This design comes from an exercise in tuning for small area, a short achievable clock period and few clock cycles per item on the open sky130 flow, not from production work. At most, simulation tests tie the RTL to the original design; equivalence was not proved.

// instr_exec_seq
module instr_exec_seq
#(
  parameter int DIV_EN = 1
) (
  input  logic         clk,
  input  logic         reset_n,
  input  logic         start,
  input  instr_register_pkg::address_t     start_addr,
  input  logic [5:0]   count,
  output instr_register_pkg::address_t     read_pointer,
  input  instr_register_pkg::instruction_t instruction_word,
  output logic         busy,
  output logic         done,
  output logic         res_valid,
  input  logic         res_ready,
  output instr_register_pkg::address_t     res_addr,
  output instr_register_pkg::opcode_t      res_opcode,
  output instr_register_pkg::result_t      res_value,
  output logic         res_err
);
Size: about 2100 cells after synthesis, ~0.018 sq mm of cells after synthesis.
clock: 240.0 ns
lec_check: 0
cap_margin: 20
core_margin: 2
core_utilization: 50
place_density: 0.65
slew_margin: 20
standard.sh (not shown) runs the stock make flow with config.mk's settings and CLKGATE_MAP_FILE= SYNTH_SCRIPT=/design/flow/synth_recipe.tcl, a recipe that flattens the netlist after the stock synthesis.
==> flow/flow/run.sh <==
#!/bin/bash
set -euo pipefail
bash standard.sh "BUFFER_PORTS_ARGS=-buffer_cell sky130_fd_sc_hd__buf_1" finish > flow_make.log 2>&1
The starting point ran to the end with no violations.
Testbench counts at the start, summed over its fixed seeds: cycles 16,953, items 6,353.
Edit:
--- a/flow/design.v
+++ b/flow/design.v
@@ -230,16 +230,14 @@
                     .neg(n1), .dbit(it ? w[34] : ss[30]), .xo(x2), .pb(p1), .q(q1), .s(), .s32());
   instr_step #(.FAST(8)) u_st2 (.mul(c_mul), .x(x2), .b(cap_b), .one(o2), .two(t2), .yo(32'd0), .yos(1'b0),
                     .neg(n2), .dbit(it ? w[33] : ss[29]), .xo(x3), .pb(p2), .q(q2), .s(), .s32());
   logic [30:0] rem;
   logic        fast;
   assign rem  = {ext, w[63:37]};
   assign fast = it & c_dm & (cnt <= 4'd6) & (&(~w[36:28] | tb[9:1])) & (&(~rem | {9'd0, tb[31:10]}));
-  logic        fast27;
-  assign fast27 = it & c_dm & (cnt == 4'd0) & (&(~w[36:10] | tb[27:1])) & (&(~rem | {27'd0, tb[31:28]}));
   logic [67:0] chain;
   assign chain = c_mul ? {x3, p2, p1, p0, w[35:6]}
                        : {x3, w[32:4], q0, q1, q2, w[3:0]};
   logic pending, issue_s, issue_i, issue, finish, consumed;
   logic c_iter;
   assign c_iter   = (c_mul | c_dm) & ~quick;
   assign pending  = busy_q & cap_ok & (to_issue != 6'd0) & ~it & ~post;
@@ -311,22 +309,21 @@
     end
     if (go) begin
       res_addr   <= rp_dec;
       res_opcode <= instr_register_pkg::opcode_t'(cap_opc);
       res_err    <= c_dm & bz;
     end
     if (issue_i && go) cnt <= 4'd0;
-    else if (it)       cnt <= cnt + (fast27 ? 4'd9 : fast ? 4'd3 : 4'd1);
+    else if (it)       cnt <= cnt + (fast ? 4'd3 : 4'd1);
   end
   logic [67:0] w_nx;
   logic        bprev_nx;
   always_comb begin
     bprev_nx = it ? w[5] : cap_a[5];
-    if (fast27)               w_nx = {rem[3:0], w[36:10], w[9:4], 27'd0, w[3:0]};
-    else if (fast)            w_nx = {rem[21:0], w[36:28], w[27:4], 9'd0, w[3:0]};
+    if (fast)                 w_nx = {rem[21:0], w[36:28], w[27:4], 9'd0, w[3:0]};
     else if (it)              w_nx = chain;
     else if (issue_i && c_dm) w_nx = {x3, ss[28:0], 1'b0, q1, q2, 4'd0};
     else if (issue_i)         w_nx = {x3, p2, p1, p0, {4{cap_a[31]}}, cap_a[31:6]};
     else                      w_nx = {4'd0, {32{s32}}, ss};
   end
   genvar gb;
   generate
Die area falls by a few percent; core utilization falls by 0.58 points; routed wire length falls by roughly a tenth; worst setup slack improved by 0.33 ns; design area falls by a few percent; flip-flop and latch count stays the same.
Testbench counts after the change, summed over its fixed seeds: cycles 17,563, items 6,353.

* * *

v22:
Another version of the RTL of instr_exec_seq (not shown whole).
Size: ~2000 cells after synthesis, roughly 170 flip-flops, roughly 230 I/O pins, roughly 18000 um^2 of cells after synthesis.
Design instr_exec_seq, start of the top module:
module instr_exec_seq
#(
  parameter int DIV_EN = 1
) (
  input  logic         clk,
  input  logic         reset_n,
  input  logic         start,
  input  instr_register_pkg::address_t     start_addr,
  input  logic [5:0]   count,
  output instr_register_pkg::address_t     read_pointer,
  input  instr_register_pkg::instruction_t instruction_word,
  output logic         busy,
  output logic         done,
  output logic         res_valid,
  input  logic         res_ready,
  output instr_register_pkg::address_t     res_addr,
  output instr_register_pkg::opcode_t      res_opcode,
  output instr_register_pkg::result_t      res_value,
  output logic         res_err
);
Settings: LEC_CHECK=0, CAP_MARGIN=20, CORE_MARGIN=2, CORE_UTILIZATION=50, PLACE_DENSITY=0.65, SLEW_MARGIN=20; clock period 240.0 ns.
Scripts as last shown in full above: flow/flow/run.sh
Testbench counts of v22, summed over its fixed seeds: cycles 17,563, items 6,353.
Edits applied to the flow inputs when going from v22 to v12:
-- flow/design.v --
<<< v22, line 93
module instr_sel2 (
  input  logic         s,
  input  logic [18:0]  a1,
  input  logic [18:0]  a0,
  output logic [18:0]  y
);
  assign y = s ? a1 : a0;
>>> v12, line 93
module instr_sel2 (
  input  logic         s,
  input  logic [12:0]  a1,
  input  logic [12:0]  a0,
  output logic [12:0]  y
);
  assign y = s ? a1 : a0;
<<< v22, line 183
  assign a_lt_b = |(tb[32:1] & ~ta[31:0]);       
  logic quick;   
  assign quick = c_mul ? (az | bz) : (bz | a_lt_b);
  logic [31:0] pv;
  logic        pneg;
>>> v12, line 183
  assign a_lt_b = |(tb[32:1] & ~ta[31:0]);       
  logic quick;   
  logic a_small;    
  assign a_small = ~ta[5];
  assign quick = c_mul ? (az | bz | a_small) : (bz | a_lt_b);
  logic [31:0] pv;
  logic        pneg;
<<< v22, line 200
  logic       mstart;
  logic [6:0] mb7;
  assign mstart = ~it & c_mul & ~quick;
  assign mb7 = it ? {w[5:0], bprev} : {cap_a[5:0], 1'b0};
  assign m0 = mb7[2:0];
>>> v12, line 202
  logic       mstart;
  logic [6:0] mb7;
  assign mstart = ~it & c_mul & ~(az | bz);
  assign mb7 = it ? {w[5:0], bprev} : {cap_a[5:0], 1'b0};
  assign m0 = mb7[2:0];
<<< v22, line 255
  logic lastbeat;
  assign lastbeat = rv & (to_issue == 6'd0);   
  localparam int NL = 19;
  logic [NL-1:0] late1, late0, late;
  logic          n_ok, n_it, n_rv, n_busy, n_done, n_rvo, n_busyo, n_rvc, go;
>>> v12, line 257
  logic lastbeat;
  assign lastbeat = rv & (to_issue == 6'd0);   
  localparam int NL = 13;
  logic [NL-1:0] late1, late0, late;
  logic          n_ok, n_it, n_rv, n_busy, n_done, n_rvo, n_busyo, n_rvc, go;
<<< v22, line 326
    else if (issue_i && c_dm) w_nx = {x3, ss[28:0], 1'b0, q1, q2, 4'd0};
    else if (issue_i)         w_nx = {x3, p2, p1, p0, {4{cap_a[31]}}, cap_a[31:6]};
    else                      w_nx = {4'd0, {32{s32}}, ss};
  end
>>> v12, line 328
    else if (issue_i && c_dm) w_nx = {x3, ss[28:0], 1'b0, q1, q2, 4'd0};
    else if (issue_i)         w_nx = {x3, p2, p1, p0, {4{cap_a[31]}}, cap_a[31:6]};
    else if (c_mul & a_small & ~az & ~bz)
                              w_nx = {4'd0, {26{x3[31]}}, x3, p2, p1, p0};
    else                      w_nx = {4'd0, {32{s32}}, ss};
  end
==> run summary <==
- v12 has completed all stages; timing, DRC and antenna checks passed.
- When the final numbers for v22 and v12 were put side by side, the maximum clock frequency turned out to be greater in v22.
- For total core area, v12 and v22 come out practically identical.
- v12 vs v22: met2 track demand over resource in global routing down in v12
- Taking v22 as the reference, in v12 synthesized cell count shows an increase of 110, total nets after synthesis grew by 109, cell area after layout moved up.
- On largest fanout on the critical path: v12 sits above v22.
- In the reports for v22 and v12, the larger final cell count belongs to v12.
- Area after synthesis, v22 and v12: smaller value in v12
- In v12, the met3 usage in global routing came out 8.7 points above the value in v22.
- Against v22, shortest clock period the worst path allows after layout in v12 came out worse.
- Global-route usage was higher in v12 than in v22.
Only the layout flow was run in v12; the RTL was not checked for function there.

## separate check: timing with driven ports
The flow's constraints put no driver on any port. The routed layouts listed below were extracted and timed again, unchanged, in two steps. Step 1 (the two cells are an assumption about what drives the block):
set clk [get_ports {clk}]
set_driving_cell -lib_cell sky130_fd_sc_hd__clkbuf_16 $clk
set_driving_cell -lib_cell sky130_fd_sc_hd__buf_2 [delete_from_list [all_inputs] $clk]
Step 2 also shifts input and output timing later by t, the mid clock arrival at the registers, as if the neighbouring blocks saw the same clock. Three values: ideal, step 1, step 2; two values: the first two.
| run | t, ns | slack for setup (ns) | worst setup path at the end | latest minus earliest clock arrival (ns) | worst slew at a driven data input, ns |
|---|---|---|---|---|---|
| the first run of note 1 | 0.522 | 190.083 / 190.083 / 190.083 | register to register | 0.019 / 0.019 | 0.06 |
| the second run of note 1 | 0.520 | 190.417 / 190.360 / 190.049 | input to register | 0.016 / 0.015 | 0.05 |
| v22 | 0.508 | 190.533 / 190.478 / 190.318 | input to register | 0.016 / 0.015 | 0.04 |
| v12 | 0.524 | 189.668 / 189.668 / 189.668 | register to register | 0.014 / 0.015 | 0.04 |
After both steps setup and hold are still met in every run listed. For the second run of note 1, which loses most, drivers alone change the setup slack by -0.057 ns; drivers and shift together by -0.368 ns.
